This is an optimization exercise on Yosys and OpenROAD, whose aim is small area, a short achievable clock period and few clock cycles per item, not a production implementation.
RTL that was checked went through simulation tests only; none was proved equivalent to the original.
For runs 1 and 4 to 6, only the layout was checked, not whether the RTL still works.
Power and IR drop assume default switching activity.

$ cat design/flow/design.v
`timescale 1ns / 1ps
module source_line_tokenizer_core (
    input  logic        i_clk,
    input  logic        i_rst_n,
    input  logic        i_in_valid,
    output logic        o_in_ready,
    input  logic [8:0]  i_in_data,
    output logic        o_out_valid,
    input  logic        i_out_ready,
    output logic [44:0] o_out_data
);
    localparam logic [1:0] K_LEXEME = 2'd0;
    localparam logic [1:0] K_DONE   = 2'd1;
    localparam logic [1:0] K_ERROR  = 2'd2;
    localparam logic [3:0] TT_IDENT  = 4'd0;
    localparam logic [3:0] TT_INT    = 4'd1;
    localparam logic [3:0] TT_FLOAT  = 4'd2;
    localparam logic [3:0] TT_STRING = 4'd3;
    localparam logic [3:0] TT_OP     = 4'd4;
    localparam logic [3:0] TT_LBRACE = 4'd5;
    localparam logic [3:0] TT_RBRACE = 4'd6;
    localparam logic [3:0] TT_LPAREN = 4'd7;
    localparam logic [3:0] TT_RPAREN = 4'd8;
    localparam logic [3:0] TT_SEMI   = 4'd9;
    localparam logic [1:0] E_BAD_NUMBER = 2'd0;
    localparam logic [1:0] E_BAD_ESCAPE = 2'd1;
    localparam logic [1:0] E_UNCLOSED   = 2'd2;
    localparam logic [1:0] E_UNEXPECTED = 2'd3;
    localparam logic [3:0] M_IDLE    = 4'd0;
    localparam logic [3:0] M_IDENT   = 4'd1;
    localparam logic [3:0] M_NUMBER  = 4'd2;
    localparam logic [3:0] M_NEG     = 4'd3;
    localparam logic [3:0] M_DBL     = 4'd4;
    localparam logic [3:0] M_STRING  = 4'd5;
    localparam logic [3:0] M_ESCAPE  = 4'd6;
    localparam logic [3:0] M_COMMENT = 4'd7;
    localparam logic [3:0] M_ERROR   = 4'd8;
    localparam logic [3:0] M_CLOSEOP = 4'd9;    
    logic [8:0]  r_h, r_s;
    logic        r_hv, r_sv;
    logic [3:0]  r_mode, n_mode;
    logic [15:0] r_line;
    logic [11:0] r_col, r_tstart;
    logic        r_pline;      
    logic [1:0]  r_dots, n_dots;
    logic        r_lastdot, n_lastdot;
    logic        r_ov;
    logic [1:0]  r_kind;
    logic [3:0]  r_type;
    logic [7:0]  r_byte;
    logic [1:0]  r_err;
    logic        r_last;
    logic [11:0] r_ocol;
    logic [7:0]  c;
    logic        act;
    logic        is_space, is_letter, is_digit, close_consume;
    logic        go, triv, take, consume, rv, csel, ts_load, nl;
    logic [1:0]  kind, err;
    logic [3:0]  ty;
    logic [7:0]  byt;
    assign c   = r_h[7:0];
    assign act = r_h[8];
    assign is_space  = (c == 8'd32) || (c == 8'd9) || (c == 8'd12) || (c == 8'd11) || (c == 8'd13);
    assign is_letter = (c >= 8'h61 && c <= 8'h7A) || (c >= 8'h41 && c <= 8'h5A) || (c == 8'h5F);
    assign is_digit  = (c >= 8'h30) && (c <= 8'h39);
    assign close_consume = is_space || (c == 8'h23) || (c == 8'h22);
    assign o_in_ready  = !r_sv;
    assign take        = i_in_valid && !r_sv;
    assign o_out_valid = r_ov;
    assign o_out_data  = {r_kind, r_type, r_byte, r_line, r_ocol, r_err, r_last};
    assign triv = !act && !r_pline &&
                  ((r_mode == M_COMMENT) ||
                   (r_mode == M_IDLE && (is_space || c == 8'h23 || c == 8'h22)) ||
                   (r_mode == M_STRING && c == 8'h5C));
    assign go = r_hv && ((r_mode == M_ERROR) || !r_ov || i_out_ready || triv);
    always_comb begin
        n_mode    = r_mode;
        n_dots    = r_dots;
        n_lastdot = r_lastdot;
        rv        = 1'b0;
        kind      = K_LEXEME;
        ty        = TT_IDENT;
        byt       = 8'd0;
        err       = 2'd0;
        csel      = 1'b0;
        consume   = 1'b1;
        ts_load   = 1'b0;
        nl        = 1'b0;
        if (act) begin
            nl = 1'b1;
            n_mode = M_IDLE;
            csel = 1'b1;
            case (r_mode)
                M_IDENT: begin
                    rv = 1'b1; kind = K_DONE; ty = TT_IDENT;
                end
                M_NUMBER: begin
                    rv = 1'b1;
                    if (r_lastdot || r_dots == 2'd2) begin
                        kind = K_ERROR; err = E_BAD_NUMBER; n_mode = M_ERROR; nl = 1'b0;
                    end else begin
                        kind = K_DONE; ty = (r_dots == 2'd1) ? TT_FLOAT : TT_INT;
                    end
                end
                M_NEG, M_DBL, M_CLOSEOP: begin
                    rv = 1'b1; kind = K_DONE; ty = TT_OP;
                end
                M_STRING, M_ESCAPE: begin
                    rv = 1'b1; kind = K_ERROR; err = E_UNCLOSED; n_mode = M_ERROR; nl = 1'b0;
                end
                M_ERROR: begin
                    n_mode = M_ERROR; nl = 1'b0;
                end
                default: begin
                end
            endcase
        end else begin
            case (r_mode)
                M_IDENT, M_NUMBER, M_NEG, M_DBL: begin
                    if (r_mode == M_IDENT && (is_letter || is_digit)) begin
                        rv = 1'b1; ty = TT_IDENT; byt = c;
                    end else if ((r_mode == M_NUMBER || r_mode == M_NEG) && is_digit) begin
                        rv = 1'b1; ty = TT_INT; byt = c;
                        n_mode = M_NUMBER;
                        n_lastdot = 1'b0;
                        if (r_mode == M_NEG) n_dots = 2'd0;
                    end else if (r_mode == M_NUMBER && c == 8'h2E) begin
                        rv = 1'b1; ty = TT_INT; byt = c;
                        if (r_dots != 2'd2) n_dots = r_dots + 2'd1;
                        n_lastdot = 1'b1;
                    end else if (r_mode == M_DBL && c == 8'h3D) begin
                        rv = 1'b1; ty = TT_OP; byt = c;
                        n_mode = M_CLOSEOP; consume = 1'b0;
                    end else begin
                        rv = 1'b1; csel = 1'b1; kind = K_DONE;
                        n_mode = (c == 8'h23) ? M_COMMENT : (c == 8'h22) ? M_STRING : M_IDLE;
                        ts_load = (c == 8'h22);
                        consume = close_consume;
                        if (r_mode == M_IDENT) begin
                            ty = TT_IDENT;
                        end else if (r_mode == M_NUMBER) begin
                            if (r_lastdot || r_dots == 2'd2) begin
                                kind = K_ERROR; err = E_BAD_NUMBER; n_mode = M_ERROR;
                                consume = 1'b1;
                            end else begin
                                ty = (r_dots == 2'd1) ? TT_FLOAT : TT_INT;
                            end
                        end else begin
                            ty = TT_OP;
                        end
                    end
                end
                M_CLOSEOP: begin
                    rv = 1'b1; csel = 1'b1; kind = K_DONE; ty = TT_OP; n_mode = M_IDLE;
                end
                M_STRING: begin
                    if (c == 8'h22) begin
                        rv = 1'b1; csel = 1'b1; kind = K_DONE; ty = TT_STRING; n_mode = M_IDLE;
                    end else if (c == 8'h5C) begin
                        n_mode = M_ESCAPE;
                    end else begin
                        rv = 1'b1; ty = TT_STRING; byt = c;
                    end
                end
                M_ESCAPE: begin
                    rv = 1'b1; ty = TT_STRING; n_mode = M_STRING;
                    case (c)
                        8'h74:   byt = 8'd9;
                        8'h72:   byt = 8'd13;
                        8'h6E:   byt = 8'd10;
                        8'h22:   byt = 8'h22;
                        8'h30:   byt = 8'h00;
                        default: begin
                            kind = K_ERROR; ty = TT_IDENT; err = E_BAD_ESCAPE; n_mode = M_ERROR;
                        end
                    endcase
                end
                M_COMMENT, M_ERROR: begin
                end
                default: begin
                    ts_load = 1'b1;
                    byt = c;
                    if (is_space) begin
                    end else if (c == 8'h23) begin
                        n_mode = M_COMMENT;
                    end else if (c == 8'h7B) begin
                        rv = 1'b1; kind = K_DONE; ty = TT_LBRACE; byt = 8'd0;
                    end else if (c == 8'h7D) begin
                        rv = 1'b1; kind = K_DONE; ty = TT_RBRACE; byt = 8'd0;
                    end else if (c == 8'h28) begin
                        rv = 1'b1; kind = K_DONE; ty = TT_LPAREN; byt = 8'd0;
                    end else if (c == 8'h29) begin
                        rv = 1'b1; kind = K_DONE; ty = TT_RPAREN; byt = 8'd0;
                    end else if (c == 8'h3B) begin
                        rv = 1'b1; kind = K_DONE; ty = TT_SEMI; byt = 8'd0;
                    end else if (is_letter) begin
                        rv = 1'b1; ty = TT_IDENT; n_mode = M_IDENT;
                    end else if (is_digit) begin
                        rv = 1'b1; ty = TT_INT; n_mode = M_NUMBER;
                        n_dots = 2'd0; n_lastdot = 1'b0;
                    end else if (c == 8'h2D) begin
                        rv = 1'b1; ty = TT_OP; n_mode = M_NEG;
                    end else if (c == 8'h22) begin
                        n_mode = M_STRING;
                    end else if (c == 8'h3D || c == 8'h21) begin
                        rv = 1'b1; ty = TT_OP; n_mode = M_DBL;
                    end else if (c == 8'h2B || c == 8'h2A || c == 8'h2F) begin
                        rv = 1'b1; ty = TT_OP; n_mode = M_CLOSEOP; consume = 1'b0;
                    end else begin
                        rv = 1'b1; kind = K_ERROR; err = E_UNEXPECTED; byt = 8'd0;
                        n_mode = M_ERROR;
                    end
                end
            endcase
        end
    end
    always_ff @(posedge i_clk) begin
        if (!i_rst_n) begin
            r_hv      <= 1'b0;
            r_sv      <= 1'b0;
            r_mode    <= M_IDLE;
            r_line    <= 16'd1;
            r_col     <= 12'd1;
            r_pline   <= 1'b0;
            r_ov      <= 1'b0;
        end else begin
            if (go && consume) begin
                if (r_sv) begin
                    r_h  <= r_s;
                    r_hv <= 1'b1;
                    r_sv <= take;
                    if (take) r_s <= i_in_data;
                end else begin
                    r_hv <= take;
                    if (take) r_h <= i_in_data;
                end
            end else if (take) begin
                if (r_hv) begin
                    r_s  <= i_in_data;
                    r_sv <= 1'b1;
                end else begin
                    r_h  <= i_in_data;
                    r_hv <= 1'b1;
                end
            end
            if (go && r_mode != M_ERROR) begin
                r_mode  <= n_mode;
                r_pline <= consume && act && nl;
                if (r_pline && r_line != 16'hFFFF) r_line <= r_line + 16'd1;
                if (consume) begin
                    if (act) r_col <= 12'd1;
                    else if (r_col != 12'hFFF) r_col <= r_col + 12'd1;
                end
            end
            if (go && r_mode != M_ERROR && rv) begin
                r_ov <= 1'b1;
            end else if (i_out_ready) begin
                r_ov <= 1'b0;
            end
        end
    end
    always_ff @(posedge i_clk) begin
        if (go && r_mode != M_ERROR) begin
            r_dots    <= n_dots;
            r_lastdot <= n_lastdot;
            if (ts_load) r_tstart <= r_col;
        end
    end
    always_ff @(posedge i_clk) begin
        if (go && r_mode != M_ERROR && rv) begin
            r_kind <= kind;
            r_type <= ty;
            r_byte <= byt;
            r_err  <= err;
            r_last <= consume;
            r_ocol <= csel ? r_tstart : r_col;
        end
    end
endmodule
$ cat design/flow/flow/run.sh
#!/bin/bash
# Standard layout with plain buffers on the ports. Each step's full log
# stays in orfs/logs/; make's output goes to standard.log.
set -euo pipefail
bash standard.sh "BUFFER_PORTS_ARGS=-buffer_cell sky130_fd_sc_hd__buf_2" finish > standard.log 2>&1
$ cat design/flow/standard.sh
#!/bin/bash
# synth_recipe.tcl (not shown) runs the flow's synth.tcl, then flattens the netlist and writes it again
# the make line also repeats each setting of config.mk as NAME=value (left out here)
make -C /OpenROAD-flow-scripts/flow DESIGN_CONFIG=/design/flow/config.mk WORK_HOME=/design/flow/orfs CLKGATE_MAP_FILE= SYNTH_SCRIPT=/design/flow/synth_recipe.tcl "${@:-finish}"
$ cat design/flow/config.mk
export PLATFORM = sky130hd
export DESIGN_NAME = source_line_tokenizer_core
export DESIGN_NICKNAME = source_line_tokenizer_core
export VERILOG_FILES = /design/flow/design.v
export SDC_FILE = /design/flow/constraint.sdc
export NUM_CORES = 4
export LEC_CHECK = 0
export ABC_AREA = 1
export CAP_MARGIN = 20
export CORE_MARGIN = 2
export CORE_UTILIZATION = 60
export PLACE_DENSITY = 0.72
export SETUP_SLACK_MARGIN = 5
export SLEW_MARGIN = 20
export TNS_END_PERCENT = 5
$ cat design/flow/constraint.sdc
create_clock -name core_clock -period 7.5 [get_ports {i_clk}]
set_input_delay 1.5000 -clock core_clock [delete_from_list [all_inputs] [get_ports {i_clk}]]
set_output_delay 1.5000 -clock core_clock [all_outputs]
set_load 0.01 [all_outputs]
==> run notes, run 1 <==
- Distinct cell type count of the synthesized netlist: 44
- Top cell type by total area after synthesis: edfxtp_1
- Number of synthesized flops with an enable pin: 62
- Source of the critical timing path: i_out_ready
- Total length of routed met2 wires: 6.53 mm
- Wirelength per Cell: 15.3 um
- Number of nets with antenna violations after detailed routing: 0
- Clock-pin slew reported for the worst setup and hold paths after clock tree synthesis: 0.11 ns
- Worst hold path stage count: 2
- Relative slew slack: 43.8%
- Total Wirelength: 14.4 mm
- Core Box Area: 9150 um^2
- Via count of the first global-routing pass: 4763
- Synthesis warning total: 1
- Primary FF master, synth: edfxtp_1
- Path category of the worst min-delay check: reg2reg
- Launch instance of the worst register-to-register path: r_h[6]$_DFFE_PP_
- CP max stage delay: 0.32 ns
- GPL Wtd Cong: 0.972
- Library cell with the highest instance count after synthesis: nand2_1
- Source-to-sink clock delay at the later pin of the worst-skew pair: 0.38 ns
- Clock tree from TritonCTS: built
- Combinational cell fraction of total power: 38.7%
- Aggregate negative setup slack: 0 ns
- Uppermost layer routed: met4
- Part of the power in the clock network: 21.2%
- Post-Place Worst Slack: 3.88 ns
- Gate count of the mapped netlist: 742
- Result of the run: complete, no violations
- Final Max Tran Viols: 0
- Sw Pwr: 0.709 mW
- Maximum clock rate: 389 MHz
- Avg Cell Area, Syn: 7.57 um^2
- Switching Share: 40.0%
- Critical Path AT: 2.66 ns
- MaxCap Viol Count: 0
- Setup crit start kind: input port
- CTS root buf: clkbuf_8
- Via count: 5371
- DRC violation count after routing: 0
- Sum of met3 wire segment lengths after detailed routing: 1.43 mm
- Crit-path cells: buf_2 -> inv_12 -> nand2_4 -> nor2_2 -> nand2_2 -> nand3_4 -> buf_6 -> or2_2 -> nor2_2
- Cell repeated most along the worst path: nor2_2
- Routed metal-1 wirelength: 6.08 mm
- Number of hold buffers added after CTS: 0
- Sink Count: 98
- Share of the synthesized area in the top cell type: 33.2%
- Setup-failing EPs final: 0
- Mapped Nets: 759
- Critical Path Fanout Max: 5
- Initial cell density of the core: 61.4%
- Width of the chip: 101 um
- Setup repair after global routing missed its margin: true
- H-tree level count: 3
- Max Clock Skew: 0.0161 ns
- Number of flip-flops and latches in the synthesized netlist: 98
- Setup slack after layout: 4.93 ns
- Fraction of final layout cells sized beyond drive strength 1: 22.0%
- End point of the worst hold path: r_pline$_SDFFE_PN0P_
- Maximum number of pins on one net before global-route repair: 32
- Layout Area Growth over Synthesis: 18.2%
- Final count of hold timing violations: 0
- GRT Util Overall: 28.0%
- Final Cycle Share: 34.3%
- Crit Path Category: in2reg
- Worst hold path startpoint: r_pline$_SDFFE_PN0P_
- Num CTS Buffers: 9
- Die Ht: 101 um
- Number of filler cells placed in the layout: 692
- Die area: 10100 um^2
- Number of cells on the worst reg-to-reg path: 13
- Critical Path RT: 7.59 ns
- Share of synthesized area occupied by flip-flops and latches: 46.0%
- Cell type of the slowest stage on the worst timing path: or2_2
- Largest buffer count on any clock path: 2
- Initial antenna violation count: 0
- Part of the total power dissipated in sequential elements: 40.1%
- Router iterations before antenna repair: 8
- Worst VDD drop: 0.204 mV
- Post-DR vias/cell: 5.71
- P per Cell Area: 267 nW/um^2
- Post-layout min period: 2.57 ns
- Number of nets in the layout: 842
- Share of flip-flops with an asynchronous set or reset: 0%
- Terminus of the critical flop-to-flop path: r_dots[1]$_SDFFCE_PP0P_
- Count of inserted antenna diode cells: 0
- Area of the mapped netlist: 5620 um^2
- Quantity of I/O buffers inserted on ports: 59
- Synth top cells by count: nand2_1, nor2_1, inv_1, nand3_1, edfxtp_1
- Actual slew at the worst max-slew pin: 0.842 ns
- Global-route wire length before repair: 22.6 mm
- Rows: 35
- Register-to-register path setup slack: 4.98 ns
- Static Leak: 2.85 nW
- Kind of capture point of the worst setup path: flip-flop
- Design internal power: 1.06 mW
- Total gr overflow: 0
- Drt first-iter violations: 714
- IO Pins: 60
- Sum of net half-perimeters after detailed placement: 9.66 mm
- Main area contributors after synthesis: edfxtp_1, nand2_1, dfxtp_1
[critical path, delay by kind of cell]
kind          cells  cell delay [ns]
buf+inv           3             0.37
simple gates      6             0.78
[cells in the final DEF, fill, tap and decap left out, types with 6 or more instances in the layout]
| cell | Yosys | final |
|---|---|---|
| nand2_1 | 208 | 204 |
| nand3_1 | 73 | 70 |
| nor2_1 | 76 | 69 |
| inv_1 | 73 | 67 |
| edfxtp_1 | 62 | 62 |
| buf_2 | 9 | 59 |
| a21oi_1 | 46 | 44 |
| dfxtp_1 | 36 | 34 |
| buf_4 | 5 | 29 |
| nor3_1 | 27 | 23 |
| xor2_1 | 19 | 19 |
| o21ai_0 | 16 | 15 |
| nor2_2 | 8 | 11 |
| inv_2 | 8 | 10 |
| nand2_2 | 8 | 10 |
| clkbuf_8 | 0 | 9 |
| nand4_1 | 7 | 7 |
| nor2_4 | 2 | 6 |
| clkinvlp_4 | 0 | 6 |
[power by group through the flow]
stage	sequential [mW]	clock, mW	combinational (mW)
floorplan	0.734	0	0.404
global placement	0.723	0	0.550
detailed placement	0.725	0	0.551
CTS	0.711	0.378	0.621
global route	0.720	0.397	0.753
finish	0.712	0.376	0.687
[flip-flops by register name, indices dropped and copies added, names as in the netlist]
name and flops:
r_line 16, r_col 12, r_ocol 12, r_tstart 12, r_h 9, r_s 9, r_byte 8, r_mode 4
r_type 4, r_dots 2, r_err 2, r_kind 2, r_hv 1, r_last 1, r_lastdot 1, r_ov 1
r_pline 1, r_sv 1
[per-layer routing]
layer | global-route usage [%] | vias up
met2 | 43.9 | 328
met1 | 39.1 | 2384
met4 | 11.0 | 0
li1 | - | 2599
met5 | 0 | -
met3 | 4.65 | 60
[through the flow]
step	util, %	cell area, um^2	hold slack [ns]	std cells	power [mW]
5_1_grt	72.5	6640	0.527	941	1.87
3_5_place_dp	65.2	5970	0.474	890	1.28
3_3_place_gp	65.2	5970	0.472	890	1.27
2_1_floorplan	-	5650	0.445	742	1.14
6_report	72.5	6640	0.495	941	1.77
4_1_cts	70.0	6400	0.495	921	1.71
[worst max-delay path by stage]
| stage | endpoint | slack, ns | cells past startpoint |
|---|---|---|---|
| 5_1_grt | r_dots[1]$_SDFFCE_PP0P_ | 4.85 | 13 |
| 3_5_place_dp | r_byte[2]$_SDFFCE_PP0P_ | 3.88 | 9 |
| 3_3_place_gp | r_byte[4]$_SDFFCE_PP0P_ | 3.98 | 9 |
| 6_report | r_dots[1]$_SDFFCE_PP0P_ | 4.93 | 9 |
| 4_1_cts | r_byte[2]$_SDFFCE_PP0P_ | 4.85 | 11 |
| 2_1_floorplan | r_byte[0]$_SDFFCE_PP0P_ | 4.53 | 8 |
[layout make-up]
cell class | count | area [um^2] | area share [%]
tap | 111 | 139 | 2.09
multi-input combinational | 537 | 2740 | 41.3
timing repair buffer | 92 | 584 | 8.80
sequential | 98 | 2580 | 38.9
clock inverter | 7 | 95.1 | 1.43
timing repair inverter | 3 | 17.5 | 0.264
clock buffer | 9 | 124 | 1.87
inverter | 84 | 355 | 5.35
[kinds of logic after synthesis]
logic type               count (synthesis)  share of synthesized area, %
adder cells (fa/ha/maj)                  4                         0.891
flip-flops                              98                          46.0
AO/OA/AOI/OAI                           84                          8.47
XOR/XNOR                                21                          3.28
buffers and inverters                  108                          7.93
AND/OR/NAND/NOR                        427                          33.4
[repair_timing]
action                                 in CTS  in global routing
pin swaps                                   4                  4
setup endpoints to repair                  88                135
buffers inserted                           13                 18
endpoints found under the hold margin       0                  0
cloned                                      2                  2
resized for setup                          19                 27
==> run 2: changes to the inputs <==
--- a/design/flow/design.v
+++ b/design/flow/design.v
@@ -225,23 +225,11 @@
             r_ov      <= 1'b0;
         end else begin
             if (go && consume) begin
-                if (r_sv) begin
-                    r_h  <= r_s;
-                    r_hv <= 1'b1;
-                    r_sv <= take;
-                    if (take) r_s <= i_in_data;
-                end else begin
-                    r_hv <= take;
-                    if (take) r_h <= i_in_data;
-                end
+                r_hv <= r_sv || take;
+                r_sv <= 1'b0;
             end else if (take) begin
-                if (r_hv) begin
-                    r_s  <= i_in_data;
-                    r_sv <= 1'b1;
-                end else begin
-                    r_h  <= i_in_data;
-                    r_hv <= 1'b1;
-                end
+                r_hv <= 1'b1;
+                r_sv <= r_hv;
             end
             if (go && r_mode != M_ERROR) begin
                 r_mode  <= n_mode;
@@ -260,6 +248,10 @@
         end
     end
     always_ff @(posedge i_clk) begin
+        if (!r_sv) r_s <= i_in_data;
+        if (!r_hv || (go && consume)) r_h <= r_sv ? r_s : i_in_data;
+    end
+    always_ff @(posedge i_clk) begin
         if (go && r_mode != M_ERROR) begin
             r_dots    <= n_dots;
             r_lastdot <= n_lastdot;
==> run 2 against run 1 <==
  * Still clean
  * Combinational power down 17%
  * Sequential power down 3.4%
  * Cell area down 3.8%
  * Worst hold slack worse by 0.036 ns
  * Synthesized cell count down 0.27%
  * Non-clock buffer count down 9
  * Largest cell class unchanged
  * Largest power group unchanged
==> run notes, run 2 <==
- Rows: 34
- Number of nets with antenna violations after detailed routing: 0
- Max Clock Skew: 0.0135 ns
- Number of flip-flops under the largest register name: 16
- Worst hold path startpoint: r_s[1]$_DFF_P_
- Largest buffer count on any clock path: 2
- Mapped Nets: 757
- Area of the mapped netlist: 5510 um^2
- Initial antenna violation count: 0
- Distinct cell type count of the synthesized netlist: 40
- Clock tree from TritonCTS: built
- Clock-pin slew reported for the worst setup and hold paths after clock tree synthesis: 0.10 ns
- Synthesis warning total: 1
- Cell type of the slowest stage on the worst timing path: edfxtp_1
- Gate count of the mapped netlist: 740
- Crit Path Category: reg2out
- MaxCap Viol Count: 0
- Number of cells on the worst reg-to-reg path: 11
- Buffer and inverter count on the worst path: 1
- Post-layout min period: 2.53 ns
- Die area: 9960 um^2
- Maximum number of pins on one net before global-route repair: 33
- Worst VDD drop: 0.144 mV
- Actual slew at the worst max-slew pin: 0.852 ns
- Final Cycle Share: 33.8%
- End point of the worst hold path: r_s[1]$_DFF_P_
- Family with the most delay on the worst path: flip-flops
- Via count: 5383
- Sink Count: 98
- Aggregate negative setup slack: 0 ns
- Critical Path AT: 1.03 ns
- Setup repair after global routing missed its margin: true
- Number of flip-flops and latches in the synthesized netlist: 98
- Register name with the most flops: r_line
- Register-to-register path setup slack: 4.97 ns
- Share of synthesized area occupied by flip-flops and latches: 45.3%
- Total Wirelength: 14.7 mm
- Initial cell density of the core: 62.5%
- Total gr overflow: 0
- Final Max Tran Viols: 0
- Maximum clock rate: 395 MHz
- Number of hold buffers added after CTS: 0
- Quantity of I/O buffers inserted on ports: 59
- Global-route wire length before repair: 23.2 mm
- Share of flip-flops with an asynchronous set or reset: 0%
- CTS root buf: clkbuf_8
- Main area contributors after synthesis: edfxtp_1, dfxtp_1, nand2_1
- Library cell with the highest instance count after synthesis: nand2_1
- CP max stage delay: 0.48 ns
- Kind of capture point of the worst setup path: primary output
- Share of the synthesized area in the top cell type: 28.9%
- Post-Place Worst Slack: 4.13 ns
- Launch instance of the worst register-to-register path: r_h[3]$_DFFE_PP_
- Num CTS Buffers: 9
- Top cell type by total area after synthesis: edfxtp_1
- P per Cell Area: 254 nW/um^2
- Fraction of final layout cells sized beyond drive strength 1: 18.1%
- Setup-failing EPs final: 0
- Result of the run: complete, no violations
- Source-to-sink clock delay at the later pin of the worst-skew pair: 0.37 ns
- Width of the chip: 99.8 um
- Die Ht: 99.8 um
- Worst-case hold slack: 0.459 ns
- Crit-path cells: buf_2
- Count of inserted antenna diode cells: 0
- Setup crit start kind: flip-flop
- Number of synthesized flops with an enable pin: 53
- Avg Cell Area, Syn: 7.44 um^2
- Relative slew slack: 43.2%
- Worst hold path stage count: 2
- Path category of the worst min-delay check: reg2reg
- Router iterations before antenna repair: 9
- Critical Path RT: 6.00 ns
- Terminus of the critical flop-to-flop path: r_err[0]$_SDFFCE_PP0P_
- Final core occ: 72.5%
- Setup slack after layout: 4.97 ns
- Most frequent standard cell in the layout excluding fill and tap cells: nand2_1
- Wirelength per Cell: 15.9 um
- Leading cell types in the layout, fill and taps excluded: nand2_1, nor2_1, inv_1, nand3_1, buf_2
- Number of nets in the layout: 831
- Primary FF master, synth: edfxtp_1
- GRT Util Overall: 29.5%
- Static Leak: 2.88 nW
- Sum of net half-perimeters after detailed placement: 10.3 mm
- Core Box Area: 8810 um^2
- H-tree level count: 3
- Drt first-iter violations: 599
- Layout Area Growth over Synthesis: 16.0%
- IO Pins: 60
- Synth top cells by count: nand2_1, nor2_1, inv_1
- Via count of the first global-routing pass: 4886
- Critical Path Fanout Max: 1
- Post-DR vias/cell: 5.81
- GPL Wtd Cong: 1.04
- Final count of hold timing violations: 0
- DRC violation count after routing: 0
-- run 2: tightest hold or removal path: stages, from the launching register on --
cell	delay, ns
dfxtp_1	0.31
nand2_1	0.05
nand2_1	0.06
-- run 2: kinds of logic after synthesis --
logic type | Yosys count | share of synthesized area (%)
adders and majority gates | 4 | 0.909
DFF | 98 | 45.3
AOI/OAI and AO/OA | 100 | 10.4
buffers and inverters | 109 | 8.13
and+or+nand+nor | 411 | 32.5
xor gates and xnor gates | 18 | 2.86
-- run 2: metal layers --
layer  vias up  routed length (um)  global-route usage [%]
met4         0                 340                    9.80
met5         -                   0                       0
met3        41                1500                    7.45
met1      2445                6370                    41.5
li1       2591                   -                       -
met2       306                6510                    44.9
-- run 2: where the power goes --
part	leakage, nW	switching, mW	total [mW]	internal, mW
logic	1.90	0.389	0.571	0.182
registers	0.873	0.0378	0.688	0.651
clock network	0.104	0.202	0.365	0.164
total	2.88	0.629	1.62	0.996
-- run 2: repair_timing --
item | in CTS | in global routing
pin swaps | 5 | 1
gates resized for setup | 10 | 17
endpoints found under the setup margin | 86 | 117
setup buffers | 14 | 9
gates cloned | 2 | 1
hold endpoints to repair | 0 | 0
-- run 2: worst max path at each step --
stage,slack (ns),endpoint,from,cells after the start
after floorplan,4.75,r_byte[0]$_SDFFCE_PP0P_,i_out_ready,5
after global placement,4.20,r_byte[3]$_SDFFCE_PP0P_,i_out_ready,5
after detailed placement,4.13,r_ocol[3]$_DFFE_PP_,i_out_ready,5
after CTS,4.88,o_in_ready,r_sv$_SDFFE_PP0P_,2
after global routing,4.86,r_err[0]$_SDFFCE_PP0P_,r_h[3]$_DFFE_PP_,11
final,4.97,o_out_data[0],r_last$_DFFE_PP_,1
-- run 2: final cells by class --
cell class	count	area [um^2]
clock inverters	7	95.1
inverters	86	333
repair buffers	83	492
flip-flops and latches	98	2500
clock buffers	9	124
fillers	702	2420
well taps	108	135
multi-input cells	536	2710
-- run 2: through the flow --
stage / cells / total power [mW] / area, um^2
global placement: 885 / 1.17 / 5850
finish: 927 / 1.62 / 6390
global route: 927 / 1.72 / 6390
floorplan: 740 / 1.06 / 5550
CTS: 917 / 1.58 / 6240
detailed placement: 885 / 1.18 / 5850
Testbench counts of run 2, summed over its fixed seeds: cycles 36,164, items 32,063.
==> run 3: changes to the inputs <==
--- a/design/flow/design.v
+++ b/design/flow/design.v
@@ -259,7 +259,7 @@
         end
     end
     always_ff @(posedge i_clk) begin
-        if (go && r_mode != M_ERROR && rv) begin
+        if (!r_ov || i_out_ready) begin
             r_kind <= kind;
             r_type <= ty;
             r_byte <= byt;
==> run 3 against run 2 <==
  * Sequential cell count stayed put
  * Maximum frequency is 1.3% lower
  * Clock skew is 0.0044 ns lower
  * Final cell count is 1.4% lower
  * Core utilization is 0.85 points lower
  * Register-to-register slack better by 0.04 ns
  * Highest routed layer unchanged
==> run notes, run 3 <==
- Result of the run: complete, no violations
- Cell type of the slowest stage on the worst timing path: dfxtp_4
- Synthesis warning total: 1
- Number of flip-flops and latches in the synthesized netlist: 98
- Number of nets with antenna violations after detailed routing: 0
- Library cell with the highest instance count after synthesis: nand2_1
- Crit Path Category: reg2out
- DRC violation count after routing: 0
- Register-to-register path setup slack: 5.01 ns
- GR met3 Demand/Resource: 5.27%
- Num CTS Buffers: 9
- Maximum number of pins on one net before global-route repair: 39
- Mapped Nets: 746
- Crit-path cells: clkinvlp_4 -> buf_2
- Via count: 5220
- End point of the worst hold path: r_s[6]$_DFF_P_
- CP max stage delay: 0.44 ns
- CTS root buf: clkbuf_8
- Fraction of final layout cells sized beyond drive strength 1: 18.6%
- Avg Cell Area, Syn: 7.50 um^2
- Top cell type by total area after synthesis: edfxtp_1
- Number of filler cells placed in the layout: 730
- GRT Util Overall: 27.6%
- MaxCap Viol Count: 0
- Highest-utilization routing layer at the global route stage: met2
- Source-to-sink clock delay at the later pin of the worst-skew pair: 0.37 ns
- Setup crit start kind: flip-flop
- Relative slew slack: 56.4%
- Area of the mapped netlist: 5470 um^2
- Area used by sequential logic in the layout: 2500 um^2
- Post-DR vias/cell: 5.71
- Combined area of the multi-input logic cells: 2680 um^2
- Source of the critical timing path: r_sv$_SDFFE_PP0P_
- Final Cycle Share: 34.2%
- Path category of the worst min-delay check: reg2reg
- Number of nets in the layout: 818
- Setup slack after layout: 4.94 ns
- IO Pins: 60
- Distinct cell type count of the synthesized netlist: 43
- Via count of the first global-routing pass: 4601
- Critical Path AT: 1.06 ns
- Worst VDD drop: 0.133 mV
- Max Clock Skew: 0.00903 ns
- Primary FF master, synth: edfxtp_1
- Actual slew at the worst max-slew pin: 0.649 ns
- Number of hold buffers added after CTS: 0
- Width of the chip: 99.5 um
- Kind of capture point of the worst setup path: primary output
- Largest buffer count on any clock path: 2
- Terminus of the critical flop-to-flop path: r_tstart[7]$_DFFE_PP_
- Register name with the most flops: r_line
- Buffer and inverter count on the worst path: 2
- Total gr overflow: 0
- Final core occ: 71.7%
- H-tree level count: 3
- Layout Area Growth over Synthesis: 14.9%
- Most frequent standard cell in the layout excluding fill and tap cells: nand2_1
- Wirelength per Cell: 15.1 um
- Sink Count: 98
- Die Ht: 99.5 um
- Main area contributors after synthesis: edfxtp_1, dfxtp_1, nand2_1
- Share of the synthesized area in the top cell type: 29.1%
- Static Leak: 2.82 nW
- Drt first-iter violations: 475
- Sum of net half-perimeters after detailed placement: 9.61 mm
- Share of flip-flops with an asynchronous set or reset: 0%
- Leading cell types in the layout, fill and taps excluded: nand2_1, nor2_1, inv_1, buf_2, nand3_1
- Launch instance of the worst register-to-register path: r_mode[3]$_SDFFE_PN0P_
- Final Max Tran Viols: 0
- Final standard cell count with taps included and fillers excluded: 914
- Worst hold path startpoint: r_s[6]$_DFF_P_
- Number of cells on the worst reg-to-reg path: 11
- Die area: 9900 um^2
- Number of flip-flops under the largest register name: 16
- Final count of hold timing violations: 0
- Router iterations before antenna repair: 13
- Met1 Usage GRT: 39.2%
- Post-layout min period: 2.56 ns
- Setup-failing EPs final: 0
- DP Cell Count: 876
- Share of synthesized area occupied by flip-flops and latches: 45.6%
- Total Wirelength: 13.8 mm
- Family with the most delay on the worst path: flip-flops
- Rows: 34
- Clock-pin slew reported for the worst setup and hold paths after clock tree synthesis: 0.10 ns
- Count of inserted antenna diode cells: 0
- Clock tree from TritonCTS: built
- Critical Path RT: 6.00 ns
- Synth top cells by count: nand2_1, nor2_1, inv_1
- Worst hold path stage count: 2
- Worst-case hold slack: 0.463 ns
- Critical Path Fanout Max: 12
- Core Box Area: 8760 um^2
- GPL Wtd Cong: 0.966
- Post-Place Worst Slack: 4.30 ns
- Initial antenna violation count: 0
- Setup repair after global routing missed its margin: true
- Aggregate negative setup slack: 0 ns
- Met2 layer usage reported by global route: 43.1%
- Global-route wire length before repair: 22.0 mm
- Maximum clock rate: 390 MHz
- Gate count of the mapped netlist: 729
- Initial cell density of the core: 62.4%
- P per Cell Area: 243 nW/um^2
- Quantity of I/O buffers inserted on ports: 59
- Number of synthesized flops with an enable pin: 53
[run 3: worst max-delay path by stage]
stage / end / cells past startpoint
2_1_floorplan: r_h[0]$_DFFE_PP_ / 8
3_3_place_gp: r_h[2]$_DFFE_PP_ / 9
3_5_place_dp: r_h[1]$_DFFE_PP_ / 9
4_1_cts: r_line[0]$_SDFFE_PN1P_ / 11
5_1_grt: r_tstart[7]$_DFFE_PP_ / 11
6_report: o_in_ready / 2
[run 3: cells by family (layout without fill, tap and decap cells)]
group	after synthesis	in the layout	share of synthesized area, %
xor gates and xnor gates	21	21	3.36
DFF	98	98	45.6
AOI/OAI and AO/OA	98	98	9.93
and+or+nand+nor	411	414	32.9
buffers and inverters	97	171	7.34
adders and majority gates	4	4	0.915
[run 3: repair_timing]
action	in CTS	in global routing
endpoints found under the hold margin	0	0
setup buffers	4	14
pin swaps	1	4
resized for setup	6	15
setup endpoints to repair	45	87
gates cloned	1	3
[run 3: final cells by class]
cell class / count / share of cell area (%)
Clock buffer: 9 / 1.97
Clock inverter: 7 / 1.14
Inverter: 76 / 4.92
Multi-Input combinational cell: 537 / 42.6
Sequential cell: 98 / 39.7
Tap cell: 108 / 2.15
Timing Repair Buffer: 78 / 7.37
Timing Repair inverter: 1 / 0.119
[run 3: where the power goes]
part	switching (mW)	internal (mW)	leakage, nW
clock network	0.205	0.130	0.0926
logic	0.327	0.164	1.81
registers	0.0392	0.661	0.924
total	0.572	0.955	2.82
[run 3: metal layers]
metal | wire length [um] | vias to the layer above
li1 | - | 2549
met1 | 6200 | 2389
met2 | 6090 | 250
met3 | 1220 | 32
met4 | 283 | 0
met5 | 0 | -
[run 3: worst register-to-register path, stage by stage, from the launching register on]
cell,delay [ns]
dfxtp_1,0.42
inv_1,0.08
nand2_1,0.08
inv_1,0.09
nand3_1,0.28
nand3_1,0.14
nor2_2,0.22
nand2_1,0.17
inv_2,0.20
nand2_1,0.17
a21oi_4,0.23
buf_12,0.15
[run 3: stage by stage]
step | power [mW] | cell area (um^2)
floorplan | 1.03 | 5500
global placement | 1.13 | 5820
detailed placement | 1.15 | 5820
CTS | 1.48 | 6090
global route | 1.61 | 6280
finish | 1.53 | 6280
Testbench counts of run 3, summed over its fixed seeds: cycles 36,164, items 32,063.
==> run 4: changes to the inputs <==
--- a/design/flow/design.v
+++ b/design/flow/design.v
@@ -37,7 +37,7 @@
     localparam logic [3:0] M_ERROR   = 4'd8;
     localparam logic [3:0] M_CLOSEOP = 4'd9;    
     logic [8:0]  r_h, r_s;
-    logic        r_hv, r_sv;
+    logic        r_hv, r_se;      
     logic [3:0]  r_mode, n_mode;
     logic [15:0] r_line;
     logic [11:0] r_col, r_tstart;
@@ -64,8 +64,8 @@
     assign is_letter = (c >= 8'h61 && c <= 8'h7A) || (c >= 8'h41 && c <= 8'h5A) || (c == 8'h5F);
     assign is_digit  = (c >= 8'h30) && (c <= 8'h39);
     assign close_consume = is_space || (c == 8'h23) || (c == 8'h22);
-    assign o_in_ready  = !r_sv;
-    assign take        = i_in_valid && !r_sv;
+    assign o_in_ready  = r_se;
+    assign take        = i_in_valid && r_se;
     assign o_out_valid = r_ov;
     assign o_out_data  = {r_kind, r_type, r_byte, r_line, r_ocol, r_err, r_last};
     assign triv = !act && !r_pline &&
@@ -217,7 +217,7 @@
     always_ff @(posedge i_clk) begin
         if (!i_rst_n) begin
             r_hv      <= 1'b0;
-            r_sv      <= 1'b0;
+            r_se      <= 1'b1;
             r_mode    <= M_IDLE;
             r_line    <= 16'd1;
             r_col     <= 12'd1;
@@ -225,11 +225,11 @@
             r_ov      <= 1'b0;
         end else begin
             if (go && consume) begin
-                r_hv <= r_sv || take;
-                r_sv <= 1'b0;
+                r_hv <= !r_se || take;
+                r_se <= 1'b1;
             end else if (take) begin
                 r_hv <= 1'b1;
-                r_sv <= r_hv;
+                r_se <= !r_hv;
             end
             if (go && r_mode != M_ERROR) begin
                 r_mode  <= n_mode;
@@ -248,8 +248,8 @@
         end
     end
     always_ff @(posedge i_clk) begin
-        if (!r_sv) r_s <= i_in_data;
-        if (!r_hv || (go && consume)) r_h <= r_sv ? r_s : i_in_data;
+        if (r_se) r_s <= i_in_data;
+        if (!r_hv || (go && consume)) r_h <= r_se ? i_in_data : r_s;
     end
     always_ff @(posedge i_clk) begin
         if (go && r_mode != M_ERROR) begin
==> run 4 against run 3 <==
  * Combinational power fell by 5.7%
  * Wire length is 1.6% lower
  * Final cell count is 1.3% lower
  * Non-clock buffer count up 6
  * Still clean
  * Largest power group unchanged
  * Largest cell class unchanged
==> run notes, run 4 <==
- P per Cell Area: 237 nW/um^2
- Via count: 5144
- Result of the run: complete, no violations
- GPL Wtd Cong: 1.03
- Critical Path RT: 7.41 ns
- Num CTS Buffers: 9
- Layout Area Growth over Synthesis: 16.0%
- Actual slew at the worst max-slew pin: 0.700 ns
- Total Wirelength: 13.6 mm
- Die area: 9820 um^2
- Width of the chip: 99.1 um
- Wirelength per Cell: 15.0 um
- Number of nets in the layout: 806
- Critical Path Fanout Max: 15
- Initial antenna violation count: 0
- Total gr overflow: 0
- Post-DR vias/cell: 5.70
- Leading cell types in the layout, fill and taps excluded: nand2_1, nor2_1, inv_1, buf_2, edfxtp_1
- Largest buffer count on any clock path: 2
- Cell type of the slowest stage on the worst timing path: clkinvlp_2
- Library cell with the highest instance count after synthesis: nand2_1
- Final Max Tran Viols: 0
- Kind of capture point of the worst setup path: flip-flop
- End point of the worst hold path: r_s[5]$_DFF_P_
- CTS root buf: clkbuf_8
- Top cell type by total area after synthesis: edfxtp_1
- IO Pins: 60
- Relative slew slack: 53.1%
- Worst VDD drop: 0.134 mV
- Area of the mapped netlist: 5420 um^2
- Main area contributors after synthesis: edfxtp_1, dfxtp_1, nand2_1
- Launch instance of the worst register-to-register path: r_h[0]$_DFFE_PP_
- Aggregate negative setup slack: 0 ns
- H-tree level count: 3
- Path category of the worst min-delay check: reg2reg
- Max Clock Skew: 0.0132 ns
- Total length of routed met2 wires: 6.12 mm
- Final Cycle Share: 34.2%
- Placed cell areas: 5780 um^2
- Terminus of the critical flop-to-flop path: r_tstart[6]$_DFFE_PP_
- Crit Path Category: in2reg
- Share of synthesized area occupied by flip-flops and latches: 46.0%
- Sink Count: 98
- Number of nets with antenna violations after detailed routing: 0
- Most frequent standard cell in the layout excluding fill and tap cells: nand2_1
- Worst hold path stage count: 2
- Number of flip-flops under the largest register name: 16
- Critical Path AT: 2.48 ns
- Setup repair after global routing missed its margin: true
- Synth top cells by count: nand2_1, nor2_1, inv_1
- Via count of the first global-routing pass: 4536
- Maximum clock rate: 390 MHz
- Static Leak: 2.86 nW
- MaxCap Viol Count: 0
- Non-Filler Cell Area, Final: 6290 um^2
- DP Cell Count: 860
- Rows: 34
- Mapped Nets: 730
- Count of inserted antenna diode cells: 0
- Die Ht: 99.1 um
- Final standard cell count with taps included and fillers excluded: 902
- Avg Cell Area, Syn: 7.61 um^2
- Sum of met3 wire segment lengths after detailed routing: 1.23 mm
- Final count of hold timing violations: 0
- Source-to-sink clock delay at the later pin of the worst-skew pair: 0.38 ns
- Gate count of the mapped netlist: 713
- Worst hold path startpoint: r_s[5]$_DFF_P_
- Router iterations before antenna repair: 7
- Share of the synthesized area in the top cell type: 29.3%
- Setup-failing EPs final: 0
- Fraction of final layout cells sized beyond drive strength 1: 20.5%
- DRC violation count after routing: 0
- Routed metal-1 wirelength: 5.95 mm
- Clock tree from TritonCTS: built
- Number of hold buffers added after CTS: 0
- Share of flip-flops with an asynchronous set or reset: 0%
- Number of synthesized flops with an enable pin: 53
- Primary FF master, synth: edfxtp_1
- Core Box Area: 8760 um^2
- Maximum number of pins on one net before global-route repair: 38
- Initial cell density of the core: 61.9%
- Worst-case hold slack: 0.459 ns
- Setup crit start kind: input port
- GRT Util Overall: 27.1%
- Crit-path cells: buf_2 -> nor2_4 -> clkinvlp_2
- Synthesis warning total: 1
- Quantity of I/O buffers inserted on ports: 59
- Register name with the most flops: r_line
- Sum of net half-perimeters after detailed placement: 9.40 mm
- Uppermost layer routed: met4
- Clock-pin slew reported for the worst setup and hold paths after clock tree synthesis: 0.10 ns
- Number of cells on the worst reg-to-reg path: 14
- Number of flip-flops and latches in the synthesized netlist: 98
- Distinct cell type count of the synthesized netlist: 44
- Post-layout min period: 2.56 ns
- Final core occ: 71.8%
- Global-route wire length before repair: 21.6 mm
- Register-to-register path setup slack: 5.06 ns
- CP max stage delay: 0.64 ns
- Drt first-iter violations: 519
==> run 4: cell count changes after synthesis, moves of 4 or more <==
cell / change
nor2_2: +8
nor3_1: -5
nor2_1: +5
o21ai_0: +11
inv_1: +4
nand2_1: -38
a21oi_1: +9
nand3_1: -8
a31oi_1: -4
==> run 4: kinds of logic after synthesis <==
kind of cell             Yosys count  share of synthesized area [%]
flip-flops                        98                           46.0
AO/OA/AOI/OAI                    120                           12.0
XOR/XNOR                          21                           3.39
adder cells (fa/ha/maj)            4                          0.923
buffers and inverters            101                           7.64
AND/OR/NAND/NOR                  369                           30.1
==> run 4: layout make-up <==
class,count,area (um^2)
Multi-Input combinational cell,516,2650
Tap cell,108,135
Clock buffer,9,124
Clock inverter,7,81.3
Sequential cell,98,2490
Timing Repair Buffer,84,495
Inverter,79,312
Fill cell,705,2470
Timing Repair inverter,1,5.00
==> run 4: what timing repair did <==
item,in CTS,in global routing
gates cloned,1,2
setup buffers,2,21
setup endpoints to repair,56,99
gates resized for setup,3,23
pin swaps,1,7
==> run 4: report_power, final <==
group	total [mW]	switching (mW)	internal (mW)
combinational	0.464	0.308	0.155
sequential	0.682	0.0345	0.647
clock	0.344	0.212	0.133
==> run 4: layer usage <==
| metal | up-vias | global-route usage [%] |
|---|---|---|
| li1 | 2509 | - |
| met1 | 2341 | 39.4 |
| met2 | 261 | 42.0 |
| met3 | 33 | 4.47 |
| met4 | 0 | 7.59 |
| met5 | - | 0 |
==> run 4: worst max-delay path: cells and delay by family <==
family	cells	cell delay (ns)
simple gates	1	0.21
buf+inv	2	0.75
==> run 4: worst max-delay path by stage <==
| stage | start | endpoint | slack [ns] |
|---|---|---|---|
| final | i_out_ready | r_byte[2]$_SDFFCE_PP0P_ | 4.94 |
| after floorplan | i_out_ready | r_h[0]$_DFFE_PP_ | 4.68 |
| after detailed placement | i_out_ready | r_h[3]$_DFFE_PP_ | 4.28 |
| after global placement | i_out_ready | r_h[1]$_DFFE_PP_ | 4.33 |
| after global routing | i_out_ready | r_last$_DFFE_PP_ | 4.83 |
| after CTS | r_h[8]$_DFFE_PP_ | r_col[10]$_SDFFE_PN0P_ | 4.85 |
==> run 4: stage by stage <==
step	setup WS, ns	total power, mW
6_report	4.94	1.49
5_1_grt	4.83	1.56
4_1_cts	4.85	1.43
3_5_place_dp	4.28	1.09
3_3_place_gp	4.33	1.08
2_1_floorplan	4.68	0.981
==> run 5: changes to the inputs <==
==> design/flow/flow/run.sh (replaced) <==
#!/bin/bash
# Standard layout with plain buffers on the ports. Each step's full log
# stays in orfs/logs/; make's output goes to standard.log.
set -euo pipefail
bash standard.sh "BUFFER_PORTS_ARGS=-buffer_cell sky130_fd_sc_hd__buf_1" finish > standard.log 2>&1
==> run 5 against run 4 <==
  * Still clean on timing, DRC and antenna
  * Core utilization up 2.1 points
  * Wire length increased by 6.5%
  * Worst hold slack worse by 0.0069 ns
  * Combinational power is 6.9% higher
  * Global-route usage grew 0.63 points
  * Synthesized cell count unchanged
  * Register-to-register slack worse by 0.07 ns
  * Non-clock buffer count is 15 higher
  * First-iteration DRC count rose by 5.2%
  * Maximum frequency is 0.49% higher
  * Sequential power about the same
  * Critical path depth rose by 8
  * Critical path type unchanged
  * Critical endpoint is now r_mode[1]$_SDFFE_PN0P_
==> run notes, run 5 <==
- Library cell with the highest instance count after synthesis: nand2_1
- Final core occ: 73.9%
- Source of the critical timing path: i_out_ready
- Source-to-sink clock delay at the later pin of the worst-skew pair: 0.38 ns
- GPL Wtd Cong: 1.02
- Die Ht: 99.1 um
- Launch instance of the worst register-to-register path: r_h[2]$_DFFE_PP_
- Number of nets with antenna violations after detailed routing: 0
- Worst VDD drop: 0.146 mV
- DRC violation count after routing: 0
- Quantity of I/O buffers inserted on ports: 59
- Fraction of final layout cells sized beyond drive strength 1: 16.2%
- Crit-path cells: buf_1 -> nor2_4 -> nand2_2 -> nand3_4 -> buf_6 -> buf_12 -> clkinv_16 -> nand2_2 -> nand2_1 -> nand2_1 -> nor2_1
- Aggregate negative setup slack: 0 ns
- Max Clock Skew: 0.0248 ns
- Setup-failing EPs final: 0
- Layout Area Growth over Synthesis: 19.5%
- Setup slack after layout: 4.95 ns
- Number of synthesized flops with an enable pin: 53
- Initial cell density of the core: 61.9%
- Maximum number of pins on one net before global-route repair: 38
- Core Box Area: 8760 um^2
- Worst hold path startpoint: r_s[6]$_DFF_P_
- Largest buffer count on any clock path: 2
- Distinct cell type count of the synthesized netlist: 44
- Synth top cells by count: nand2_1, nor2_1, inv_1
- Rows: 34
- Main area contributors after synthesis: edfxtp_1, dfxtp_1, nand2_1
- Actual slew at the worst max-slew pin: 0.487 ns
- Crit Path Category: in2reg
- Clock tree from TritonCTS: built
- Critical Path Fanout Max: 17
- Total Wirelength: 14.4 mm
- Number of flip-flops and latches in the synthesized netlist: 98
- Sum of net half-perimeters after detailed placement: 9.69 mm
- Final Cycle Share: 34.0%
- MaxCap Viol Count: 0
- Design internal power: 0.976 mW
- CP max stage delay: 0.24 ns
- Count of inserted antenna diode cells: 0
- Die area: 9820 um^2
- Width of the chip: 99.1 um
- Static Leak: 2.79 nW
- Share of flip-flops with an asynchronous set or reset: 0%
- Part of the total power dissipated in sequential elements: 44.0%
- Path category of the worst min-delay check: reg2reg
- Most frequent standard cell in the layout excluding fill and tap cells: nand2_1
- Share of synthesized area occupied by flip-flops and latches: 46.0%
- Number of flip-flops under the largest register name: 16
- Sink Count: 98
- Share of the synthesized area in the top cell type: 29.3%
- Gate count of the mapped netlist: 713
- Number of nets in the layout: 821
- Clock-pin slew reported for the worst setup and hold paths after clock tree synthesis: 0.10 ns
- Mapped Nets: 730
- Router iterations before antenna repair: 5
- Drt first-iter violations: 546
- Maximum clock rate: 392 MHz
- Critical Path RT: 7.76 ns
- Worst hold path stage count: 2
- CTS root buf: clkbuf_8
- Final Max Tran Viols: 0
- IO Pins: 60
- Initial antenna violation count: 0
- Setup repair after global routing missed its margin: true
- Combinational cell fraction of total power: 32.0%
- Leading cell types in the layout, fill and taps excluded: nand2_1, nor2_1, inv_1, buf_1, edfxtp_1
- Wirelength per Cell: 15.7 um
- Final count of hold timing violations: 0
- Via count: 5329
- Global-route wire length before repair: 21.9 mm
- Area of the mapped netlist: 5420 um^2
- Total gr overflow: 0
- Post-layout min period: 2.55 ns
- Register name with the most flops: r_line
- GRT Util Overall: 27.7%
- H-tree level count: 3
- Number of filler cells placed in the layout: 692
- Sw Pwr: 0.573 mW
- Primary FF master, synth: edfxtp_1
- Relative slew slack: 67.3%
- Via count of the first global-routing pass: 4547
- Synthesis warning total: 1
- P per Cell Area: 239 nW/um^2
- Top cell type by total area after synthesis: edfxtp_1
- Post-Place Worst Slack: 4.26 ns
- Critical Path AT: 2.81 ns
- Part of the power in the clock network: 23.9%
- Kind of capture point of the worst setup path: flip-flop
- Avg Cell Area, Syn: 7.61 um^2
- Result of the run: complete, no violations
- Number of cells on the worst reg-to-reg path: 13
- Setup crit start kind: input port
- Switching Share: 37.0%
- Num CTS Buffers: 9
- Number of hold buffers added after CTS: 0
- Cell type of the slowest stage on the worst timing path: nor2_4
- Post-DR vias/cell: 5.81
## run 5: kinds of logic after synthesis
kind of cell             count (synthesis)  share of synthesized area (%)
buffers and inverters                  101                           7.64
AO/OA/AOI/OAI                          120                           12.0
flip-flops                              98                           46.0
adder cells (fa/ha/maj)                  4                          0.923
XOR/XNOR                                21                           3.39
AND/OR/NAND/NOR                        369                           30.1
## run 5: cell type report
| type | count | area [um^2] | area share (%) |
|---|---|---|---|
| clock buffers | 9 | 124 | 1.91 |
| clock inverters | 7 | 95.1 | 1.47 |
| inverters | 79 | 330 | 5.10 |
| multi-input cells | 516 | 2700 | 41.7 |
| flip-flops and latches | 98 | 2490 | 38.5 |
| well taps | 108 | 135 | 2.09 |
| repair buffers | 99 | 589 | 9.09 |
| repair inverters | 1 | 7.51 | 0.116 |
## run 5: timing repair
| item | in CTS | in global routing |
|---|---|---|
| pin swaps | 1 | 12 |
| resized for setup | 4 | 52 |
| endpoints found under the setup margin | 58 | 101 |
| setup buffers | 3 | 34 |
| cloned | 1 | 3 |
## run 5: worst paths after layout
check | end | slack, ns
setup / recovery | r_mode[1]$_SDFFE_PN0P_ | 4.95
hold / removal | r_s[6]$_DFF_P_ | 0.45
setup reg to reg | r_tstart[8]$_DFFE_PP_ | 4.99
hold reg to reg | r_s[6]$_DFF_P_ | 0.45
## run 5: per-layer routing
metal / up-vias / global-route usage (%) / part of all wire, % / wire (um)
met5: - / 0 / 0 / 0
met3: 40 / 4.33 / 9.6 / 1390
li1: 2524 / - / - / -
met2: 320 / 42.4 / 47 / 6760
met1: 2445 / 40.9 / 42 / 6000
met4: 0 / 7.90 / 2.0 / 289
## run 5: power groups by stage
stage / sequential (mW) / combinational, mW / clock, mW
2_1_floorplan: 0.708 / 0.273 / 0
3_3_place_gp: 0.694 / 0.378 / 0
3_5_place_dp: 0.697 / 0.384 / 0
4_1_cts: 0.685 / 0.397 / 0.372
5_1_grt: 0.690 / 0.535 / 0.393
6_report: 0.682 / 0.496 / 0.371
## run 5: critical path: cells and delay by family
kind,cells,cell delay [ns]
buf+inv,4,0.42
simple gates,7,0.89
## run 5: through the flow
| stage | hold slack (ns) | total power, mW | cells | area (um^2) |
|---|---|---|---|---|
| 5_1_grt | 0.476 | 1.62 | 917 | 6480 |
| 3_3_place_gp | 0.425 | 1.07 | 860 | 5710 |
| 3_5_place_dp | 0.430 | 1.08 | 860 | 5710 |
| 2_1_floorplan | 0.412 | 0.981 | 713 | 5460 |
| 6_report | 0.452 | 1.55 | 917 | 6480 |
| 4_1_cts | 0.456 | 1.45 | 880 | 5980 |
==> run 6: changes to the inputs <==
--- a/design/flow/design.v
+++ b/design/flow/design.v
@@ -37,7 +37,7 @@
     localparam logic [3:0] M_ERROR   = 4'd8;
     localparam logic [3:0] M_CLOSEOP = 4'd9;    
     logic [8:0]  r_h, r_s;
-    logic        r_hv, r_se;      
+    logic        r_hv, r_sv;
     logic [3:0]  r_mode, n_mode;
     logic [15:0] r_line;
     logic [11:0] r_col, r_tstart;
@@ -54,7 +54,7 @@
     logic [7:0]  c;
     logic        act;
     logic        is_space, is_letter, is_digit, close_consume;
-    logic        go, triv, take, consume, rv, csel, ts_load, nl;
+    logic        go, take, consume, rv, csel, ts_load, nl;
     logic [1:0]  kind, err;
     logic [3:0]  ty;
     logic [7:0]  byt;
@@ -64,15 +64,11 @@
     assign is_letter = (c >= 8'h61 && c <= 8'h7A) || (c >= 8'h41 && c <= 8'h5A) || (c == 8'h5F);
     assign is_digit  = (c >= 8'h30) && (c <= 8'h39);
     assign close_consume = is_space || (c == 8'h23) || (c == 8'h22);
-    assign o_in_ready  = r_se;
-    assign take        = i_in_valid && r_se;
+    assign o_in_ready  = !r_sv;
+    assign take        = i_in_valid && !r_sv;
     assign o_out_valid = r_ov;
     assign o_out_data  = {r_kind, r_type, r_byte, r_line, r_ocol, r_err, r_last};
-    assign triv = !act && !r_pline &&
-                  ((r_mode == M_COMMENT) ||
-                   (r_mode == M_IDLE && (is_space || c == 8'h23 || c == 8'h22)) ||
-                   (r_mode == M_STRING && c == 8'h5C));
-    assign go = r_hv && ((r_mode == M_ERROR) || !r_ov || i_out_ready || triv);
+    assign go = r_hv && ((r_mode == M_ERROR) || !r_ov || i_out_ready);
     always_comb begin
         n_mode    = r_mode;
         n_dots    = r_dots;
@@ -217,7 +213,7 @@
     always_ff @(posedge i_clk) begin
         if (!i_rst_n) begin
             r_hv      <= 1'b0;
-            r_se      <= 1'b1;
+            r_sv      <= 1'b0;
             r_mode    <= M_IDLE;
             r_line    <= 16'd1;
             r_col     <= 12'd1;
@@ -225,11 +221,11 @@
             r_ov      <= 1'b0;
         end else begin
             if (go && consume) begin
-                r_hv <= !r_se || take;
-                r_se <= 1'b1;
+                r_hv <= r_sv || take;
+                r_sv <= r_sv && take;
             end else if (take) begin
                 r_hv <= 1'b1;
-                r_se <= !r_hv;
+                r_sv <= r_hv;
             end
             if (go && r_mode != M_ERROR) begin
                 r_mode  <= n_mode;
@@ -240,16 +236,25 @@
                     else if (r_col != 12'hFFF) r_col <= r_col + 12'd1;
                 end
             end
-            if (go && r_mode != M_ERROR && rv) begin
-                r_ov <= 1'b1;
+            if (go && r_mode != M_ERROR) begin
+                r_ov <= rv;
             end else if (i_out_ready) begin
                 r_ov <= 1'b0;
             end
         end
     end
     always_ff @(posedge i_clk) begin
-        if (r_se) r_s <= i_in_data;
-        if (!r_hv || (go && consume)) r_h <= r_se ? i_in_data : r_s;
+        if (go && consume) begin
+            if (r_sv) begin
+                r_h <= r_s;
+                if (take) r_s <= i_in_data;
+            end else if (take) begin
+                r_h <= i_in_data;
+            end
+        end else if (take) begin
+            if (r_hv) r_s <= i_in_data;
+            else      r_h <= i_in_data;
+        end
     end
     always_ff @(posedge i_clk) begin
         if (go && r_mode != M_ERROR) begin
==> design/flow/flow/run.sh (replaced) <==
#!/bin/bash
set -euo pipefail
bash standard.sh SETUP_SLACK_MARGIN=5.25 finish > standard.log 2>&1
==> design/flow/config.mk (replaced) <==
export PLATFORM = sky130hd
export DESIGN_NAME = source_line_tokenizer_core
export DESIGN_NICKNAME = source_line_tokenizer_core
export VERILOG_FILES = /design/flow/design.v
export SDC_FILE = /design/flow/constraint.sdc
export NUM_CORES = 4
export LEC_CHECK = 0
export CAP_MARGIN = 20
export CORE_MARGIN = 2
export CORE_UTILIZATION = 50
export PLACE_DENSITY = 0.7
export SETUP_SLACK_MARGIN = 5
export SLEW_MARGIN = 20
==> run 6 against run 5 <==
  * Still clean
  * Sequential share of layout area decreased by 5.9 points
  * Synthesized area decreased by 1.1%
  * Maximum frequency decreased by 6.8%
  * Die area increased by 18%
  * Via count increased by 0.71%
  * Largest cell class unchanged
==> run notes, run 6 <==
- Rows: 37
- Die Ht: 108 um
- MaxCap Viol Count: 0
- Source-to-sink clock delay at the later pin of the worst-skew pair: 0.38 ns
- Share of flip-flops with an asynchronous set or reset: 0%
- Critical Path Fanout Max: 5
- Area used by sequential logic in the layout: 2630 um^2
- Critical Path AT: 2.83 ns
- Num CTS Buffers: 9
- Library cell with the highest instance count after synthesis: edfxtp_1
- Number of nets with antenna violations after detailed routing: 0
- DRC violation count after routing: 0
- Drt first-iter violations: 799
- Quantity of I/O buffers inserted on ports: 59
- Total gr overflow: 0
- Placed cell areas: 6120 um^2
- Register name with the most flops: r_line
- Fraction of final layout cells sized beyond drive strength 1: 50.7%
- Top cell type by total area after synthesis: edfxtp_1
- Clock-pin slew reported for the worst setup and hold paths after clock tree synthesis: 0.11 ns
- Layout Area Growth over Synthesis: 50.7%
- Sw Pwr: 0.356 mW
- Kind of capture point of the worst setup path: flip-flop
- Width of the chip: 108 um
- Primary FF master, synth: edfxtp_1
- Critical Path RT: 7.59 ns
- Final standard cell count with taps included and fillers excluded: 852
- Core Box Area: 10400 um^2
- Total Wirelength: 17.6 mm
- Number of nets in the layout: 728
- IO Pins: 60
- GRT Util Overall: 28.8%
- Post-layout min period: 2.73 ns
- Via count: 5367
- Number of filler cells placed in the layout: 623
- Aggregate negative setup slack: 0 ns
- Most frequent standard cell in the layout excluding fill and tap cells: buf_4
- Post-DR vias/cell: 6.30
- Static Leak: 3.18 nW
- P per Cell Area: 148 nW/um^2
- Initial cell density of the core: 51.7%
- Synth top cells by count: edfxtp_1, nor2_1, dfxtp_1
- CTS root buf: clkbuf_8
- GR met3 Demand/Resource: 6.90%
- GPL Wtd Cong: 0.968
- Share of the synthesized area in the top cell type: 34.7%
- Max Clock Skew: 0.0153 ns
- Number of flip-flops under the largest register name: 16
- Clock tree from TritonCTS: built
- Via count of the first global-routing pass: 4966
- Sum of net half-perimeters after detailed placement: 8.83 mm
- Result of the run: complete, no violations
- Main area contributors after synthesis: edfxtp_1, dfxtp_1, nor2_1
- Combinational cell fraction of total power: 20.8%
- Router iterations before antenna repair: 8
- Die area: 11600 um^2
- Maximum clock rate: 366 MHz
- Setup crit start kind: flip-flop
- Path category of the worst min-delay check: reg2reg
- Mapped Nets: 560
- Setup-failing EPs final: 0
- Part of the power in the clock network: 28.4%
- Switching Share: 29.7%
- Actual slew at the worst max-slew pin: 0.690 ns
- Largest buffer count on any clock path: 2
- Sink Count: 98
- Final Max Tran Viols: 0
- Global-route wire length before repair: 25.9 mm
- Synthesis warning total: 1
- Maximum number of pins on one net before global-route repair: 33
- Share of synthesized area occupied by flip-flops and latches: 48.1%
- Distinct cell type count of the synthesized netlist: 77
- Met2 layer usage reported by global route: 44.9%
- Number of synthesized flops with an enable pin: 62
- Worst VDD drop: 0.107 mV
- Setup repair after global routing missed its margin: true
- Highest-utilization routing layer at the global route stage: met2
- Crit Path Category: reg2reg
- Final Cycle Share: 36.5%
- Final count of hold timing violations: 0
- Number of flip-flops and latches in the synthesized netlist: 98
- Design internal power: 0.843 mW
- Gate count of the mapped netlist: 543
- Combined area of the multi-input logic cells: 3450 um^2
- Count of inserted antenna diode cells: 0
- Area of the mapped netlist: 5360 um^2
- Avg Cell Area, Syn: 9.88 um^2
- DP Cell Count: 702
- Relative slew slack: 54.0%
- Initial antenna violation count: 1
- H-tree level count: 3
- Leading cell types in the layout, fill and taps excluded: buf_4, edfxtp_1, nor2_1, buf_6, buf_2
- Met1 Usage GRT: 39.1%
- Wirelength per Cell: 20.7 um
- Part of the total power dissipated in sequential elements: 50.8%
- Pwr Total: 1.20 mW
- Non-Filler Cell Area, Final: 8080 um^2
[run 6: cell types whose count changed after synthesis, sizes merged, moves of 21 or more]
| cell | before | now |
|---|---|---|
| o21ai | 46 | 19 |
| a21oi | 54 | 18 |
| inv | 78 | 14 |
| nand2 | 183 | 34 |
| nor2 | 106 | 59 |
| mux2 | 0 | 21 |
[run 6: logic make-up (layout without fill, tap and decap cells)]
kind of cell               count (synthesis)  in the layout  synth area share (%)
and+or+nand+nor                          247            250                  25.3
DFF                                       98             98                  48.1
AOI/OAI and AO/OA                         93             94                  11.9
buffers and inverters                     52            221                  4.18
xor gates and xnor gates                  27             27                  4.41
muxes                                     22             22                  5.23
adders and majority gates                  4              4                 0.933
[run 6: through the flow]
step | setup WS, ns | utilization [%] | hold slack (ns)
after global placement | 3.58 | 59.0 | 0.496
after floorplan | 4.57 | - | 0.464
after global routing | 4.76 | 77.9 | 0.544
after detailed placement | 3.45 | 59.0 | 0.498
final | 4.77 | 77.9 | 0.541
after CTS | 4.87 | 74.2 | 0.533
[run 6: worst max-delay path, cell delays in order (launching register included)]
cell      delay [ns]
edfxtp_1        0.46
or4b_4          0.64
buf_6           0.15
buf_6           0.11
nor3_4          0.24
and3b_2         0.30
buf_4           0.14
nor2_4          0.04
o21ai_2         0.10
and3_4          0.27
[run 6: power by group through the flow]
stage | registers, mW | logic [mW] | clock network, mW
6_report | 0.609 | 0.250 | 0.341
5_1_grt | 0.611 | 0.263 | 0.365
4_1_cts | 0.608 | 0.222 | 0.341
3_5_place_dp | 0.634 | 0.153 | 0
3_3_place_gp | 0.633 | 0.152 | 0
2_1_floorplan | 0.627 | 0.105 | 0
[run 6: path summary, 6_finish.rpt]
path,startpoint,end,slack [ns],depth (start not counted)
max,r_h[4]$_DFFE_PP_,r_s[7]$_DFFE_PP_,4.77,9
min,r_col[7]$_SDFFE_PN0P_,r_tstart[7]$_DFFE_PP_,0.54,0
max reg2reg,r_h[4]$_DFFE_PP_,r_s[7]$_DFFE_PP_,4.77,9
min reg2reg,r_col[7]$_SDFFE_PN0P_,r_tstart[7]$_DFFE_PP_,0.54,0
[run 6: layout make-up]
| cell class | instances | share of cell area (%) |
|---|---|---|
| Clock buffer | 9 | 1.53 |
| Clock inverter | 7 | 0.975 |
| Inverter | 15 | 0.743 |
| Multi-Input combinational cell | 397 | 42.7 |
| Sequential cell | 98 | 32.6 |
| Tap cell | 136 | 2.11 |
| Timing Repair Buffer | 189 | 19.3 |
| Timing Repair inverter | 1 | 0.0929 |
[run 6: metal layers]
metal / vias to the layer above / share of wire (%)
li1: 2380 / -
met1: 2501 / 38
met2: 394 / 45
met3: 92 / 12
met4: 0 / 4.2
met5: - / 0
[run 6: what timing repair did]
action / CTS / global route
gates resized for setup: 371 / 51
setup buffers: 111 / 16
hold buffers: 0 / 0
setup endpoints to repair: 182 / 150
pin swaps: 46 / 47
gates cloned: 7 / 0

separate check: timing with driven ports:
The results above use ideal ports. As a check the final layouts listed here were re-extracted and re-timed, cells and wires unchanged.
Step 1 sets driving cells, clkbuf_16 on the clock port and buf_2 on the other inputs (assumed; they add their load-dependent delay and slew).
Step 2 adds t to the input delays and takes it off the output delays; t is the mean of the earliest and latest rising clock arrival at the registers after step 1. Input paths then give back, and output paths get back, about the clock's delay inside the block.
a / b / c = ideal / step 1 / step 2; a / b = the first two.
| run | t (ns) | slack for setup (ns) | worst data-port slew with drivers (ns) | pins driven straight from the clock port |
|---|---|---|---|---|
| run 1 | 0.407 | 4.926 / 4.940 / 4.533 | 0.03 | 1 |
| run 2 | 0.399 | 4.969 / 4.933 / 4.646 | 0.03 | 1 |
| run 3 | 0.402 | 4.935 / 4.900 / 4.665 | 0.03 | 1 |
| run 4 | 0.405 | 4.939 / 4.942 / 4.546 | 0.03 | 1 |
| run 5 | 0.397 | 4.951 / 4.963 / 4.566 | 0.03 | 1 |
| run 6 | 0.410 | 4.765 / 4.765 / 4.487 | 0.05 | 1 |
After both steps setup and hold are still met in every run listed.
